Background: an optimization exercise with open tools, aiming at a short achievable clock period and few clock cycles per item. Do not read the settings as production practice. The RTL was checked by simulation tests, not by an equivalence proof against the original design. No activity file was given, so power comes from the tool's default toggle rates.

==> flow/design.v (outline; a module is shown in full before it is edited, if it fits) <==
// module hand_landmark_gesture_tracker_unit: 1252 lines
module hand_landmark_gesture_tracker_unit
#(
  parameter int COORD_BITS = COORD_BITS_DEF
) (
  input  logic                          clk_i,
  input  logic                          rst_ni,
  input  logic                          cfg_we_i,
  input  logic [CFG_IDX_W-1:0]          cfg_index_i,
  input  logic [CFG_DATA_W-1:0]         cfg_data_i,
  input  logic                          in_valid_i,
  output logic                          in_stall_o,
  input  logic [1:0]                    func_i,
  input  logic [POINT_IDX_W-1:0]        point_index_i,
  input  logic signed [COORD_BITS-1:0]  point_x_i,
  input  logic signed [COORD_BITS-1:0]  point_y_i,
  input  logic                          last_i,
  output logic                          out_valid_o,
  input  logic                          out_stall_i,
  output logic                          hand_detected_o,
  output logic                          painting_o,
  output logic                          erasing_o,
  output logic [FINGER_W-1:0]           finger_count_o,
  output logic signed [COORD_BITS-1:0]  eraser_x_o,
  output logic signed [COORD_BITS-1:0]  eraser_y_o,
  output logic [RADIUS_W-1:0]           eraser_radius_o,
  output logic                          track_valid_o,
  output logic [DIM_W-1:0]              search_x_o,
  output logic [DIM_W-1:0]              search_y_o,
  output logic [DIM_W-1:0]              search_w_o,
  output logic [DIM_W-1:0]              search_h_o
);
  // ...
==> flow/flow/run.sh <==
#!/bin/bash
set -uo pipefail
bash standard.sh MATCH_CELL_FOOTPRINT=0 SETUP_SLACK_MARGIN=9.5 finish > flow_standard.log 2>&1
==> flow/standard.sh <==
#!/bin/bash
# synth_recipe.tcl (not shown) runs the flow's synth.tcl, then flattens the netlist and writes it again
# the make line also repeats each setting of config.mk as NAME=value (left out here)
make -C /OpenROAD-flow-scripts/flow DESIGN_CONFIG=/design/flow/config.mk WORK_HOME=/design/flow/orfs CLKGATE_MAP_FILE= SYNTH_SCRIPT=/design/flow/synth_recipe.tcl "${@:-finish}"
==> flow/config.mk <==
export PLATFORM = sky130hd
export DESIGN_NAME = hand_landmark_gesture_tracker_unit
export DESIGN_NICKNAME = hand_landmark_gesture_tracker_unit
export VERILOG_FILES = /design/flow/design.v
export SDC_FILE = /design/flow/constraint.sdc
export NUM_CORES = 4
export LEC_CHECK = 0
export ABC_CLOCK_PERIOD_IN_PS = 3000
export CAP_MARGIN = 20
export CORE_MARGIN = 2
export CORE_UTILIZATION = 50
export SLEW_MARGIN = 20
==> flow/constraint.sdc <==
create_clock -name core_clock -period 13.0 [get_ports {clk_i}]
set_input_delay 2.6000 -clock core_clock [delete_from_list [all_inputs] [get_ports {clk_i}]]
set_output_delay 2.6000 -clock core_clock [all_outputs]
set_load 0.01 [all_outputs]
==> out/metrics.cfg, run 1 <==
[setup_path]
cp_data_arrival_time_ns = 1.71
endpoint_kind = output pin
cp_slowest_cell = dfstp_2
crit_required_ns = 10.40
startpoint_type = register

[grt]
gr-usage-met2 = 0.456
grt_usage = 0.288
grt_max_degree = 114

[run_status]
status = complete, no violations

[logic_synthesis]
synth_adder_area_share = 0.235
synthMuxAreaShare = 0.0911
synth_common_cells = 3044 x dfxtp_1, 2987 x ha_1, 2507 x inv_1
synthesis.nets = 26100
yosysTopAreaCellShare = 0.247
synthArstFlopShare = 0.0113

[timing]
rsz0062_at_grt = yes
period_needed_ns = 4.31
maxSlewHeadroom = 0.230

[die]
ios = 155

[worst_hold_path]
worstHoldStart = s6_mxy[6][10]$_DFF_P_
whs_path_depth = 0

[layout]
clkCellAreaFrac = 0.0589
final_common_cell = ha_1
regMostFlops = fifo_q
clkbuf_count = 622

[power_and_ir_drop]
switchingPower_uw = 18200
vdd.ir_drop.worst_mv = 0.639
seq-power_uw = 17700

[routing]
drt-met1-wl_mm = 324
vias = 168000
drc = 0
via_per_inst = 5.62

[clock_tree]
path_clk_slew_ns = 0.06
htreeDepth = 5

Testbench counts, summed over its fixed seeds: cycles 15,152, items 15,000.
==> inputs of run 2 (changes only) <==
--- a/flow/design.v
+++ b/flow/design.v
@@ -136,34 +136,40 @@
     w_zero_q <= (cfg_w_q == 12'd0);
     h_zero_q <= (cfg_h_q == 12'd0);
   end
   logic alive_q;
   always_ff @(posedge clk_i or negedge rst_ni) begin
     if (!rst_ni) alive_q <= 1'b0;
     else alive_q <= 1'b1;
   end
+  logic alive2_q;
+  always_ff @(posedge clk_i or negedge rst_ni) begin
+    if (!rst_ni) alive2_q <= 1'b0;
+    else alive2_q <= alive_q;
+  end
   logic        in_stall_q;
   logic [2:0]  wait_q;
   logic [3:0]  used_q;
   logic        acc, acc_res, take, hazard;
   logic        s1_v, s1_last, s1_st;
   logic [1:0]  s1_func;
   logic [4:0]  s1_idx;
   logic signed [13:0] s1_x, s1_y;
   logic        fire1;
   logic        s2_v, s2_st, s3_v, s3_st, s4_v, s4_st;
   logic [4:0]  s2_idx, s3_idx, s4_idx;
   logic        out_valid_q;
+  logic [2:0]  cnt_q;
   logic [2:0]  wait_n;
   logic [3:0]  used_n;
   assign in_stall_o = in_stall_q;
-  assign acc     = in_valid_i && !in_stall_q;
+  assign acc     = in_valid_i && alive2_q && (wait_q == 3'd0) && (used_q < 4'(OUT_DEPTH));
   assign acc_res = acc && ((func_i == 2'd1) || (func_i == 2'd2) || ((func_i == 2'd0) && last_i));
-  assign take    = out_valid_q && !out_stall_i;
+  assign take    = (cnt_q != 3'd0) && !out_stall_i;
   assign hazard  = acc && (func_i == 2'd0) && (point_index_i < 5'd21) &&
                    ((s1_v && s1_st && (s1_idx == point_index_i)) ||
                     (s2_v && s2_st && (s2_idx == point_index_i)) ||
                     (s2b_v && s2b_st && (s2b_idx == point_index_i)) ||
                     (s3_v && s3_st && (s3_idx == point_index_i)));
   assign wait_n  = hazard ? 3'd4 : ((wait_q != 3'd0) ? wait_q - 3'd1 : 3'd0);
   assign used_n  = used_q + {3'd0, acc_res} - {3'd0, take};
   assign fire1   = s1_v && (wait_q == 3'd0);
@@ -178,17 +184,17 @@
       s1_v       <= 1'b0;
     end else begin
       wait_q     <= wait_n;
       used_q     <= used_n;
       s1_v       <= acc || (s1_v && !fire1);
     end
   end
   always_ff @(posedge clk_i) begin
-    if (!in_stall_q) begin
+    if (wait_q == 3'd0) begin   
       s1_func <= func_i;
       s1_idx  <= point_index_i;
       s1_x    <= point_x_i;
       s1_y    <= point_y_i;
       s1_last <= last_i;
       s1_st   <= (func_i == 2'd0) && (point_index_i < 5'd21);
     end
   end
@@ -944,98 +950,93 @@
   wire [26:0] sqt_430 = sqroot_8 | (27'd1 << 26);
   wire [1:0] sqg_431 = {1'b0, sqrem_8[26:26]} - {1'b0, sqt_430[26:26]};
   wire [26:0] sqr_432 = sqg_431[1] ? sqrem_8 : {sqg_431[0:0], sqrem_8[25:0]};
   wire [26:0] sqo_433 = sqg_431[1] ? (sqroot_8 >> 1) : ((sqroot_8 >> 1) | (27'd1 << 26));
   wire [26:0] sqt_434 = sqo_433 | (27'd1 << 24);
   wire [3:0] sqg_435 = {1'b0, sqr_432[26:24]} - {1'b0, sqt_434[26:24]};
   wire [26:0] sqr_436 = sqg_435[3] ? sqr_432 : {sqg_435[2:0], sqr_432[23:0]};
   wire [26:0] sqo_437 = sqg_435[3] ? (sqo_433 >> 1) : ((sqo_433 >> 1) | (27'd1 << 24));
-  logic [26:0] sqrem_9, sqroot_9;
-  always_ff @(posedge clk_i) begin
-    sqrem_9  <= sqr_436;
-    sqroot_9 <= sqo_437;
-  end
-  wire [26:0] sqt_438 = sqroot_9 | (27'd1 << 22);
-  wire [5:0] sqg_439 = {1'b0, sqrem_9[26:22]} - {1'b0, sqt_438[26:22]};
-  wire [26:0] sqr_440 = sqg_439[5] ? sqrem_9 : {sqg_439[4:0], sqrem_9[21:0]};
-  wire [26:0] sqo_441 = sqg_439[5] ? (sqroot_9 >> 1) : ((sqroot_9 >> 1) | (27'd1 << 22));
+  wire [26:0] sqt_438 = sqo_437 | (27'd1 << 22);
+  wire [5:0] sqg_439 = {1'b0, sqr_436[26:22]} - {1'b0, sqt_438[26:22]};
+  wire [26:0] sqr_440 = sqg_439[5] ? sqr_436 : {sqg_439[4:0], sqr_436[21:0]};
+  wire [26:0] sqo_441 = sqg_439[5] ? (sqo_437 >> 1) : ((sqo_437 >> 1) | (27'd1 << 22));
   wire [26:0] sqt_442 = sqo_441 | (27'd1 << 20);
   wire [7:0] sqg_443 = {1'b0, sqr_440[26:20]} - {1'b0, sqt_442[26:20]};
   wire [26:0] sqr_444 = sqg_443[7] ? sqr_440 : {sqg_443[6:0], sqr_440[19:0]};
   wire [26:0] sqo_445 = sqg_443[7] ? (sqo_441 >> 1) : ((sqo_441 >> 1) | (27'd1 << 20));
-  logic [26:0] sqrem_10, sqroot_10;
+  logic [26:0] sqrem_9, sqroot_9;
   always_ff @(posedge clk_i) begin
-    sqrem_10  <= sqr_444;
-    sqroot_10 <= sqo_445;
+    sqrem_9  <= sqr_444;
+    sqroot_9 <= sqo_445;
   end
-  wire [26:0] sqt_446 = sqroot_10 | (27'd1 << 18);
-  wire [8:0] sqg_447 = {1'b0, sqrem_10[25:18]} - {1'b0, sqt_446[25:18]};
-  wire [26:0] sqr_448 = sqg_447[8] ? sqrem_10 : {1'd0, sqg_447[7:0], sqrem_10[17:0]};
-  wire [26:0] sqo_449 = sqg_447[8] ? (sqroot_10 >> 1) : ((sqroot_10 >> 1) | (27'd1 << 18));
+  wire [26:0] sqt_446 = sqroot_9 | (27'd1 << 18);
+  wire [8:0] sqg_447 = {1'b0, sqrem_9[25:18]} - {1'b0, sqt_446[25:18]};
+  wire [26:0] sqr_448 = sqg_447[8] ? sqrem_9 : {1'd0, sqg_447[7:0], sqrem_9[17:0]};
+  wire [26:0] sqo_449 = sqg_447[8] ? (sqroot_9 >> 1) : ((sqroot_9 >> 1) | (27'd1 << 18));
   wire [26:0] sqt_450 = sqo_449 | (27'd1 << 16);
   wire [9:0] sqg_451 = {1'b0, sqr_448[24:16]} - {1'b0, sqt_450[24:16]};
   wire [26:0] sqr_452 = sqg_451[9] ? sqr_448 : {2'd0, sqg_451[8:0], sqr_448[15:0]};
   wire [26:0] sqo_453 = sqg_451[9] ? (sqo_449 >> 1) : ((sqo_449 >> 1) | (27'd1 << 16));
-  logic [26:0] sqrem_11, sqroot_11;
+  logic [26:0] sqrem_10, sqroot_10;
   always_ff @(posedge clk_i) begin
-    sqrem_11  <= sqr_452;
-    sqroot_11 <= sqo_453;
+    sqrem_10  <= sqr_452;
+    sqroot_10 <= sqo_453;
   end
-  wire [26:0] sqt_454 = sqroot_11 | (27'd1 << 14);
-  wire [10:0] sqg_455 = {1'b0, sqrem_11[23:14]} - {1'b0, sqt_454[23:14]};
-  wire [26:0] sqr_456 = sqg_455[10] ? sqrem_11 : {3'd0, sqg_455[9:0], sqrem_11[13:0]};
-  wire [26:0] sqo_457 = sqg_455[10] ? (sqroot_11 >> 1) : ((sqroot_11 >> 1) | (27'd1 << 14));
+  wire [26:0] sqt_454 = sqroot_10 | (27'd1 << 14);
+  wire [10:0] sqg_455 = {1'b0, sqrem_10[23:14]} - {1'b0, sqt_454[23:14]};
+  wire [26:0] sqr_456 = sqg_455[10] ? sqrem_10 : {3'd0, sqg_455[9:0], sqrem_10[13:0]};
+  wire [26:0] sqo_457 = sqg_455[10] ? (sqroot_10 >> 1) : ((sqroot_10 >> 1) | (27'd1 << 14));
   wire [26:0] sqt_458 = sqo_457 | (27'd1 << 12);
   wire [11:0] sqg_459 = {1'b0, sqr_456[22:12]} - {1'b0, sqt_458[22:12]};
   wire [26:0] sqr_460 = sqg_459[11] ? sqr_456 : {4'd0, sqg_459[10:0], sqr_456[11:0]};
   wire [26:0] sqo_461 = sqg_459[11] ? (sqo_457 >> 1) : ((sqo_457 >> 1) | (27'd1 << 12));
-  logic [26:0] sqrem_12, sqroot_12;
+  logic [26:0] sqrem_11, sqroot_11;
   always_ff @(posedge clk_i) begin
-    sqrem_12  <= sqr_460;
-    sqroot_12 <= sqo_461;
+    sqrem_11  <= sqr_460;
+    sqroot_11 <= sqo_461;
   end
-  wire [26:0] sqt_462 = sqroot_12 | (27'd1 << 10);
-  wire [12:0] sqg_463 = {1'b0, sqrem_12[21:10]} - {1'b0, sqt_462[21:10]};
-  wire [26:0] sqr_464 = sqg_463[12] ? sqrem_12 : {5'd0, sqg_463[11:0], sqrem_12[9:0]};
-  wire [26:0] sqo_465 = sqg_463[12] ? (sqroot_12 >> 1) : ((sqroot_12 >> 1) | (27'd1 << 10));
+  wire [26:0] sqt_462 = sqroot_11 | (27'd1 << 10);
+  wire [12:0] sqg_463 = {1'b0, sqrem_11[21:10]} - {1'b0, sqt_462[21:10]};
+  wire [26:0] sqr_464 = sqg_463[12] ? sqrem_11 : {5'd0, sqg_463[11:0], sqrem_11[9:0]};
+  wire [26:0] sqo_465 = sqg_463[12] ? (sqroot_11 >> 1) : ((sqroot_11 >> 1) | (27'd1 << 10));
   wire [26:0] sqt_466 = sqo_465 | (27'd1 << 8);
   wire [13:0] sqg_467 = {1'b0, sqr_464[20:8]} - {1'b0, sqt_466[20:8]};
   wire [26:0] sqr_468 = sqg_467[13] ? sqr_464 : {6'd0, sqg_467[12:0], sqr_464[7:0]};
   wire [26:0] sqo_469 = sqg_467[13] ? (sqo_465 >> 1) : ((sqo_465 >> 1) | (27'd1 << 8));
-  logic [26:0] sqrem_13, sqroot_13;
+  logic [26:0] sqrem_12, sqroot_12;
   always_ff @(posedge clk_i) begin
-    sqrem_13  <= sqr_468;
-    sqroot_13 <= sqo_469;
+    sqrem_12  <= sqr_468;
+    sqroot_12 <= sqo_469;
   end
-  wire [26:0] sqt_470 = sqroot_13 | (27'd1 << 6);
-  wire [14:0] sqg_471 = {1'b0, sqrem_13[19:6]} - {1'b0, sqt_470[19:6]};
-  wire [26:0] sqr_472 = sqg_471[14] ? sqrem_13 : {7'd0, sqg_471[13:0], sqrem_13[5:0]};
-  wire [26:0] sqo_473 = sqg_471[14] ? (sqroot_13 >> 1) : ((sqroot_13 >> 1) | (27'd1 << 6));
+  wire [26:0] sqt_470 = sqroot_12 | (27'd1 << 6);
+  wire [14:0] sqg_471 = {1'b0, sqrem_12[19:6]} - {1'b0, sqt_470[19:6]};
+  wire [26:0] sqr_472 = sqg_471[14] ? sqrem_12 : {7'd0, sqg_471[13:0], sqrem_12[5:0]};
+  wire [26:0] sqo_473 = sqg_471[14] ? (sqroot_12 >> 1) : ((sqroot_12 >> 1) | (27'd1 << 6));
   wire [26:0] sqt_474 = sqo_473 | (27'd1 << 4);
   wire [15:0] sqg_475 = {1'b0, sqr_472[18:4]} - {1'b0, sqt_474[18:4]};
   wire [26:0] sqr_476 = sqg_475[15] ? sqr_472 : {8'd0, sqg_475[14:0], sqr_472[3:0]};
   wire [26:0] sqo_477 = sqg_475[15] ? (sqo_473 >> 1) : ((sqo_473 >> 1) | (27'd1 << 4));
-  logic [26:0] sqrem_14, sqroot_14;
+  logic [26:0] sqrem_13, sqroot_13;
   always_ff @(posedge clk_i) begin
-    sqrem_14  <= sqr_476;
-    sqroot_14 <= sqo_477;
+    sqrem_13  <= sqr_476;
+    sqroot_13 <= sqo_477;
   end
-  wire [26:0] sqt_478 = sqroot_14 | (27'd1 << 2);
-  wire [16:0] sqg_479 = {1'b0, sqrem_14[17:2]} - {1'b0, sqt_478[17:2]};
-  wire [26:0] sqr_480 = sqg_479[16] ? sqrem_14 : {9'd0, sqg_479[15:0], sqrem_14[1:0]};
-  wire [26:0] sqo_481 = sqg_479[16] ? (sqroot_14 >> 1) : ((sqroot_14 >> 1) | (27'd1 << 2));
+  wire [26:0] sqt_478 = sqroot_13 | (27'd1 << 2);
+  wire [16:0] sqg_479 = {1'b0, sqrem_13[17:2]} - {1'b0, sqt_478[17:2]};
+  wire [26:0] sqr_480 = sqg_479[16] ? sqrem_13 : {9'd0, sqg_479[15:0], sqrem_13[1:0]};
+  wire [26:0] sqo_481 = sqg_479[16] ? (sqroot_13 >> 1) : ((sqroot_13 >> 1) | (27'd1 << 2));
   wire [26:0] sqt_482 = sqo_481 | (27'd1 << 0);
   wire [17:0] sqg_483 = {1'b0, sqr_480[16:0]} - {1'b0, sqt_482[16:0]};
   wire [26:0] sqr_484 = sqg_483[17] ? sqr_480 : {10'd0, sqg_483[16:0]};
   wire [26:0] sqo_485 = sqg_483[17] ? (sqo_481 >> 1) : ((sqo_481 >> 1) | (27'd1 << 0));
-  logic [26:0] sqrem_15, sqroot_15;
+  logic [26:0] sqrem_14, sqroot_14;
   always_ff @(posedge clk_i) begin
-    sqrem_15  <= sqr_484;
-    sqroot_15 <= sqo_485;
+    sqrem_14  <= sqr_484;
+    sqroot_14 <= sqo_485;
   end
   logic cv_6;
   always_ff @(posedge clk_i) begin
     if (!alive_q) cv_6 <= 1'b0;
     else cv_6 <= s5_v;
   end
   logic cv_7;
   always_ff @(posedge clk_i) begin
@@ -1072,189 +1073,170 @@
     if (!alive_q) cv_13 <= 1'b0;
     else cv_13 <= cv_12;
   end
   logic cv_14;
   always_ff @(posedge clk_i) begin
     if (!alive_q) cv_14 <= 1'b0;
     else cv_14 <= cv_13;
   end
-  logic cv_15;
-  always_ff @(posedge clk_i) begin
-    if (!alive_q) cv_15 <= 1'b0;
-    else cv_15 <= cv_14;
-  end
-  logic [0:0] c6_fin, c7_fin, c8_fin, c9_fin, c10_fin, c11_fin, c12_fin, c13_fin, c14_fin, c15_fin;
+  logic [0:0] c6_fin, c7_fin, c8_fin, c9_fin, c10_fin, c11_fin, c12_fin, c13_fin, c14_fin;
   always_ff @(posedge clk_i) begin
     c6_fin <= s5_fin;
     c7_fin <= c6_fin;
     c8_fin <= c7_fin;
     c9_fin <= c8_fin;
     c10_fin <= c9_fin;
     c11_fin <= c10_fin;
     c12_fin <= c11_fin;
     c13_fin <= c12_fin;
     c14_fin <= c13_fin;
-    c15_fin <= c14_fin;
   end
-  logic [0:0] c6_clr, c7_clr, c8_clr, c9_clr, c10_clr, c11_clr, c12_clr, c13_clr, c14_clr, c15_clr;
+  logic [0:0] c6_clr, c7_clr, c8_clr, c9_clr, c10_clr, c11_clr, c12_clr, c13_clr, c14_clr;
   always_ff @(posedge clk_i) begin
     c6_clr <= s5_clr;
     c7_clr <= c6_clr;
     c8_clr <= c7_clr;
     c9_clr <= c8_clr;
     c10_clr <= c9_clr;
     c11_clr <= c10_clr;
     c12_clr <= c11_clr;
     c13_clr <= c12_clr;
     c14_clr <= c13_clr;
-    c15_clr <= c14_clr;
   end
-  logic [2:0] c6_gest, c7_gest, c8_gest, c9_gest, c10_gest, c11_gest, c12_gest, c13_gest, c14_gest, c15_gest;
+  logic [2:0] c6_gest, c7_gest, c8_gest, c9_gest, c10_gest, c11_gest, c12_gest, c13_gest, c14_gest;
   assign c6_gest = {s6_ind && s6_down3, !s6_ind && s6_down3, 1'b0};
   always_ff @(posedge clk_i) begin
     c7_gest <= c6_gest;
     c8_gest <= c7_gest;
     c9_gest <= c8_gest;
     c10_gest <= c9_gest;
     c11_gest <= c10_gest;
     c12_gest <= c11_gest;
     c13_gest <= c12_gest;
     c14_gest <= c13_gest;
-    c15_gest <= c14_gest;
   end
-  logic [2:0] c6_cnt4, c7_cnt4, c8_cnt4, c9_cnt4, c10_cnt4, c11_cnt4, c12_cnt4, c13_cnt4, c14_cnt4, c15_cnt4;
+  logic [2:0] c6_cnt4, c7_cnt4, c8_cnt4, c9_cnt4, c10_cnt4, c11_cnt4, c12_cnt4, c13_cnt4, c14_cnt4;
   assign c6_cnt4 = 3'(s6_ind) + 3'(s6_mid) + 3'(s6_ring) + 3'(s6_pinky);
   always_ff @(posedge clk_i) begin
     c7_cnt4 <= c6_cnt4;
     c8_cnt4 <= c7_cnt4;
     c9_cnt4 <= c8_cnt4;
     c10_cnt4 <= c9_cnt4;
     c11_cnt4 <= c10_cnt4;
     c12_cnt4 <= c11_cnt4;
     c13_cnt4 <= c12_cnt4;
     c14_cnt4 <= c13_cnt4;
-    c15_cnt4 <= c14_cnt4;
   end
-  logic [13:0] c6_p9x, c7_p9x, c8_p9x, c9_p9x, c10_p9x, c11_p9x, c12_p9x, c13_p9x, c14_p9x, c15_p9x;
+  logic [13:0] c6_p9x, c7_p9x, c8_p9x, c9_p9x, c10_p9x, c11_p9x, c12_p9x, c13_p9x, c14_p9x;
   assign c6_p9x = s6_p9x;
   always_ff @(posedge clk_i) begin
     c7_p9x <= c6_p9x;
     c8_p9x <= c7_p9x;
     c9_p9x <= c8_p9x;
     c10_p9x <= c9_p9x;
     c11_p9x <= c10_p9x;
     c12_p9x <= c11_p9x;
     c13_p9x <= c12_p9x;
     c14_p9x <= c13_p9x;
-    c15_p9x <= c14_p9x;
   end
-  logic [13:0] c6_p9y, c7_p9y, c8_p9y, c9_p9y, c10_p9y, c11_p9y, c12_p9y, c13_p9y, c14_p9y, c15_p9y;
+  logic [13:0] c6_p9y, c7_p9y, c8_p9y, c9_p9y, c10_p9y, c11_p9y, c12_p9y, c13_p9y, c14_p9y;
   assign c6_p9y = s6_p9y;
   always_ff @(posedge clk_i) begin
     c7_p9y <= c6_p9y;
     c8_p9y <= c7_p9y;
     c9_p9y <= c8_p9y;
     c10_p9y <= c9_p9y;
     c11_p9y <= c10_p9y;
     c12_p9y <= c11_p9y;
     c13_p9y <= c12_p9y;
     c14_p9y <= c13_p9y;
-    c15_p9y <= c14_p9y;
   end
-  logic [2:0] c11_fing, c12_fing, c13_fing, c14_fing, c15_fing;
+  logic [2:0] c11_fing, c12_fing, c13_fing, c14_fing;
   always_ff @(posedge clk_i) begin
     c11_fing <= c10_cnt4 + 3'(s10_thumb);
     c12_fing <= c11_fing;
     c13_fing <= c12_fing;
     c14_fing <= c13_fing;
-    c15_fing <= c14_fing;
   end
-  logic [11:0] c12_bx, c13_bx, c14_bx, c15_bx;
+  logic [11:0] c12_bx, c13_bx, c14_bx;
   always_ff @(posedge clk_i) begin
     c12_bx <= s11_bx;
     c13_bx <= c12_bx;
     c14_bx <= c13_bx;
-    c15_bx <= c14_bx;
   end
-  logic [11:0] c12_by, c13_by, c14_by, c15_by;
+  logic [11:0] c12_by, c13_by, c14_by;
   always_ff @(posedge clk_i) begin
     c12_by <= s11_by;
     c13_by <= c12_by;
     c14_by <= c13_by;
-    c15_by <= c14_by;
   end
-  logic [11:0] c12_bw, c13_bw, c14_bw, c15_bw;
+  logic [11:0] c12_bw, c13_bw, c14_bw;
   always_ff @(posedge clk_i) begin
     c12_bw <= s11_bw;
     c13_bw <= c12_bw;
     c14_bw <= c13_bw;
-    c15_bw <= c14_bw;
   end
-  logic [11:0] c12_bh, c13_bh, c14_bh, c15_bh;
+  logic [11:0] c12_bh, c13_bh, c14_bh;
   always_ff @(posedge clk_i) begin
     c12_bh <= s11_bh;
     c13_bh <= c12_bh;
     c14_bh <= c13_bh;
-    c15_bh <= c14_bh;
   end
-  logic [11:0] c12_pw, c13_pw, c14_pw, c15_pw;
+  logic [11:0] c12_pw, c13_pw, c14_pw;
   always_ff @(posedge clk_i) begin
     c12_pw <= s11_padw[23:12];
     c13_pw <= c12_pw;
     c14_pw <= c13_pw;
-    c15_pw <= c14_pw;
   end
-  logic [11:0] c12_ph, c13_ph, c14_ph, c15_ph;
+  logic [11:0] c12_ph, c13_ph, c14_ph;
   always_ff @(posedge clk_i) begin
     c12_ph <= s11_padh[23:12];
     c13_ph <= c12_ph;
     c14_ph <= c13_ph;
-    c15_ph <= c14_ph;
   end
-  logic [0:0] c12_tv, c13_tv, c14_tv, c15_tv;
+  logic [0:0] c12_tv, c13_tv, c14_tv;
   always_ff @(posedge clk_i) begin
     c12_tv <= s11_tv;
     c13_tv <= c12_tv;
     c14_tv <= c13_tv;
-    c15_tv <= c14_tv;
   end
   logic        det_q, paint_q, erase_q, tv_q;
   logic [2:0]  fing_q;
   logic signed [13:0] ctr_x_q, ctr_y_q;
   logic [13:0] rad_q;
   logic [11:0] bx_q, by_q, bw_q, bh_q, pw_q, ph_q;
   logic        r1_v;
-  wire c_erase = c15_gest[1];
+  wire c_erase = c14_gest[1];
   always_ff @(posedge clk_i) begin
     if (!alive_q) begin
       det_q <= 1'b0; paint_q <= 1'b0; erase_q <= 1'b0; tv_q <= 1'b0;
       fing_q <= 3'd0; ctr_x_q <= 14'sd0; ctr_y_q <= 14'sd0; rad_q <= 14'd0;
       bx_q <= 12'd0; by_q <= 12'd0; bw_q <= 12'd0; bh_q <= 12'd0; pw_q <= 12'd0; ph_q <= 12'd0;
       r1_v <= 1'b0;
     end else begin
-      r1_v <= cv_15;
-      if (cv_15 && c15_fin) begin
+      r1_v <= cv_14;
+      if (cv_14 && c14_fin) begin
         det_q   <= 1'b1;
-        paint_q <= c15_gest[2];
+        paint_q <= c14_gest[2];
         erase_q <= c_erase;
-        fing_q  <= c15_fing;
+        fing_q  <= c14_fing;
         if (c_erase) begin
-          ctr_x_q <= c15_p9x;
-          ctr_y_q <= c15_p9y;
-          rad_q   <= sqroot_15[13:0];
+          ctr_x_q <= c14_p9x;
+          ctr_y_q <= c14_p9y;
+          rad_q   <= sqroot_14[13:0];
         end else begin
           rad_q   <= 14'd0;
         end
-        tv_q <= c15_tv;
-        if (c15_tv) begin
-          bx_q <= c15_bx; by_q <= c15_by; bw_q <= c15_bw; bh_q <= c15_bh;
-          pw_q <= c15_pw; ph_q <= c15_ph;
+        tv_q <= c14_tv;
+        if (c14_tv) begin
+          bx_q <= c14_bx; by_q <= c14_by; bw_q <= c14_bw; bh_q <= c14_bh;
+          pw_q <= c14_pw; ph_q <= c14_ph;
         end
-      end else if (cv_15 && c15_clr) begin
+      end else if (cv_14 && c14_clr) begin
         det_q   <= 1'b0;
         paint_q <= 1'b0;
         erase_q <= 1'b0;
         tv_q    <= 1'b0;
       end
     end
   end
   logic        r2_v;
@@ -1289,19 +1271,18 @@
   wire [14:0] r2_sw = ($signed(r2_aw) < $signed(r2_ew)) ? r2_aw : r2_ew;
   wire [14:0] r2_sh = ($signed(r2_ah) < $signed(r2_eh)) ? r2_ah : r2_eh;
   wire [RES_W-1:0] r2_res = {r2_det, r2_paint, r2_erase, r2_fing, r2_ex, r2_ey, r2_rad, r2_tv,
                              r2_tv ? r2_sx : 12'd0, r2_tv ? r2_sy : 12'd0,
                              (r2_tv && !r2_sw[14]) ? r2_sw[11:0] : 12'd0,
                              (r2_tv && !r2_sh[14]) ? r2_sh[11:0] : 12'd0};
   logic [RES_W-1:0] fifo_q [OUT_DEPTH];
   logic [2:0] wr_ptr_q, rd_ptr_q;
-  logic [2:0] cnt_q;
   logic [RES_W-1:0] out_q;
-  wire        pop    = out_valid_q && !out_stall_i;
+  wire        pop    = take;   
   wire [2:0]  rd_n   = pop ? ((rd_ptr_q == 3'd4) ? 3'd0 : rd_ptr_q + 3'd1) : rd_ptr_q;
   wire [2:0]  left   = cnt_q - {2'd0, pop};
   wire [2:0]  cnt_n  = left + {2'd0, r2_v};
   always_ff @(posedge clk_i) begin
     if (r2_v) fifo_q[wr_ptr_q] <= r2_res;
     out_q <= (left == 3'd0) ? r2_res : fifo_q[rd_n];
   end
   always_ff @(posedge clk_i or negedge rst_ni) begin
==> flow/config.mk (replaced) <==
export PLATFORM = sky130hd
export DESIGN_NAME = hand_landmark_gesture_tracker_unit
export DESIGN_NICKNAME = hand_landmark_gesture_tracker_unit
export VERILOG_FILES = /design/flow/design.v
export SDC_FILE = /design/flow/constraint.sdc
export NUM_CORES = 4
export LEC_CHECK = 0
export ABC_CLOCK_PERIOD_IN_PS = 3000
export CAP_MARGIN = 20
export CORE_MARGIN = 2
export CORE_UTILIZATION = 65
export PLACE_DENSITY = 0.75
export SLEW_MARGIN = 20
==> out/metrics.cfg, run 2 <==
[run_status]
status = complete, no violations

[power_and_ir_drop]
p_leak_uw = 0.125
pwr-share-clk = 0.283
switchingPower_uw = 16100  ; -12%
swShare = 0.341
pwr-share-seq = 0.347
p_comb_frac = 0.370
p_int_uw = 31100
power_density_mw_per_mm2 = 170
vdd.ir_drop.worst_mv = 0.782  ; +22%

[die]
rows = 225
die_area_mm2 = 0.381
initial_core_util = 0.652
die_h_um = 617
ios = 155  ; unchanged
core_mm2 = 0.375
die_x_um = 617

[setup_path]
crit_required_ns = 10.40  ; about the same
startpoint_type = register
endpoint_kind = output pin
crit_type = register to output pin
path_cells = buf_6
cp_data_arrival_time_ns = 1.68  ; -0.03 ns
cp_num_buf_inv = 1
crit_family = flip-flops
crit_path_max_fanout = 1
cp_slowest_cell = dfstp_2
cp_slowest_stage_delay_ns = 0.55

[logic_synthesis]
ys_seq_area_frac = 0.418
syn_inst = 21900
synthesis.nets = 26000  ; -0.39%
netlist-cell-type-count = 106
synth_adder_area_share = 0.237  ; +0.00196
synthesis.area_mm2 = 0.244
yosys-top-cells-area = dfxtp_1 24%, edfxtp_1 17%, ha_1 15%, fa_1 8.4%, mux2i_1 4.6%
yosysMostFrequentCell = ha_1
synth-main-ff-cell = dfxtp_1
yosysTopAreaCellShare = 0.238  ; -0.00915
synth_xor_area_frac = 0.0158
synthArstFlopShare = 0.0119  ; +0.000582
yosysTopAreaCell = dfxtp_1
synth.avg_cell_area_um2 = 11.2
synth_common_cells = 2985 x ha_1, 2906 x dfxtp_1, 2463 x inv_1
synth-edff-count = 1418
synth_top_family_by_area = adder cells
synthMuxAreaShare = 0.0896  ; -0.00151
yosysWarnings = 15
synth_seq_cells = 4376
synth_compound_area_frac = 0.0844
synth_simple_gate_area_frac = 0.107

[grt]
grt_usage = 0.362  ; +0.0744
grt_pass1_vias = 169000
grt_pass1_wl_mm = 1040
antenna_found_initial = 64
grt-ovfl-total = 0
grt_max_degree = 96  ; -16%

[routing]
dr.pass1.iters = 8
drt_iter0_markers = 16200
vias = 171000  ; +1.9%
via_per_inst = 6.09  ; +8.3%
drc = 0  ; unchanged
totalWireLength_mm = 719
drtAntennaViolNets = 0
wire_per_inst_um = 25.6

[timing]
setup_ws_ns = 8.72
fmax_ghz = 0.234
worst_slew_pin_slew_ns = 1.16
setup_violations = 0
finalHoldViolations = 0
rsz0062_at_grt = yes
fin_tns_setup_ns = 0
maxSlewHeadroom = 0.218  ; -0.0118
drv_slew = 0
worst_hold_slack_ns = 0.280
period_needed_ns = 4.28  ; -0.0353 ns
final.period_utilization = 0.329
finalClockSkew_ns = 0.0709

[layout]
area_growth_syn_to_layout_pct = 13.7
layout_common_cells = 2914 x ha_1, 2673 x dfxtp_1, 2387 x inv_1
final_common_cell = ha_1
fin_nets = 26700
drive_gt1_frac = 0.138
regMostFlops = fifo_q
num-fill-cells = 25100
largestRegisters = fifo_q (485), mem_x (448), mem_y (448)
largest_reg_flops = 485

[clock_tree]
htreeDepth = 5  ; unchanged
clock_latency_ns = 1.03
cts_buffers = 440
clk_path_buf_depth = 4
root_buffer = clkbuf_16
cts_tree = built
path_clk_slew_ns = 0.07  ; about the same
clock-sinks = 4376

[place]
gp_congestion = 1.00
port-buffer-count = 154
dp_hpwl_mm = 512
pre_cts_ws_ns = 7.13

[run]
drv_cap = 0

[worst_hold_path]
min_path_type = register to register

==> run 2: worst paths after layout <==
kind	startpoint	end	slack [ns]	cells after the start
max in group asynchronous	rst_ni	cfg_h_q[0]$_DFFE_PN0P_	10.57	2
setup / recovery	in_stall_q$_DFF_PN1_	in_stall_o	8.72	1
min in group asynchronous	rst_ni	alive_q$_DFF_PN0_	1.73	2
setup reg to reg	sqo_473[7]$_SDFF_PP1_	sqrem_13[11]$_DFF_P_	8.94	23
hold reg to reg	c9_clr$_DFF_P_	c10_clr$_DFF_P_	0.28	0
hold / removal	c9_clr$_DFF_P_	c10_clr$_DFF_P_	0.28	0
==> run 2: final cells by class <==
cell class	instances	area, um2	area share
Multi-Input combinational cell	14400	135000	0.485
Inverter	2464	9370	0.0338
Tap cell	4994	6250	0.0225
Antenna cell	31	77.6	0.000279
Clock inverter	257	3080	0.0111
Sequential cell	4376	103000	0.370
Clock buffer	570	12300	0.0444
Timing Repair Buffer	902	9380	0.0338
==> run 2: logic make-up after synthesis <==
logic type / count (synthesis)
fa+ha+maj: 4014
mux: 1686
buf+inv: 3088
compound gates: 3221
flops: 4376
other cells: 1
simple gates: 5064
xor+xnor: 440
==> run 2: power groups by stage <==
stage                     clock [uW]  combinational (uW)  sequential [uW]
after floorplan                    0               11500            16400
after global placement             0               14600            16600
after detailed placement           0               15200            16600
after CTS                      13500               16300            16400
after global routing           14000               20200            16500
final                          13400               17500            16400
==> run 2: through the flow <==
step                      cell area (um2)  std cells   util  power, uW
after CTS                          272000      27700  0.726      46200
after detailed placement           252000      26600  0.673      31800
after global placement             252000      26600  0.673      31200
after global routing               278000      28000  0.741      50700
after floorplan                    245000      21900      -      27900
final                              278000      28000  0.741      47300
==> run 2: what timing repair did <==
item,CTS,global route
hold buffers,0,0
resized for setup,1137,581
setup endpoints to repair,1338,1453
cloned,38,36
pin swaps,155,263
buffers inserted,193,281
hold endpoints to repair,0,0
==> run 2: layer usage <==
metal  part of all wire  routed length (um)  GRT usage
met5            0.00039                 284          0
met2               0.45              325000      0.573
met4              0.069               49300      0.201
met3              0.087               62800     0.0619
met1               0.39              282000      0.475
Testbench counts of run 2, summed over its fixed seeds: cycles 15,144, items 15,000.

re-timing with driven ports:
In the flow no input, the clock included, has a driving cell. The finished layouts below were timed again as built, in two steps.
Step 1 sets driving cells, clkbuf_16 on the clock port and buf_2 on the other inputs (assumed; they add their load-dependent delay and slew).
Step 2 moves the port delays by t, midway between the first and last clock arrival at a register: inputs arrive t later, outputs are due t later. That takes back most of the time a late clock gives input paths.
a / b / c = ideal / step 1 / step 2; a / b = the first two.
run | t, ns | setup WS [ns] | worst setup path at the end | worst slew at a driven data input, ns | pins driven straight from the clock port
run 1 | 1.155 | 8.686 / 8.563 / 8.315 | input to register | 0.12 | 1
run 2 | 1.123 | 8.721 / 8.592 / 8.126 | input to register | 0.25 | 1
After both steps setup and hold are still met in every run listed. For run 2, which loses most, drivers alone change the setup slack by -0.129 ns; drivers and shift together by -0.595 ns.
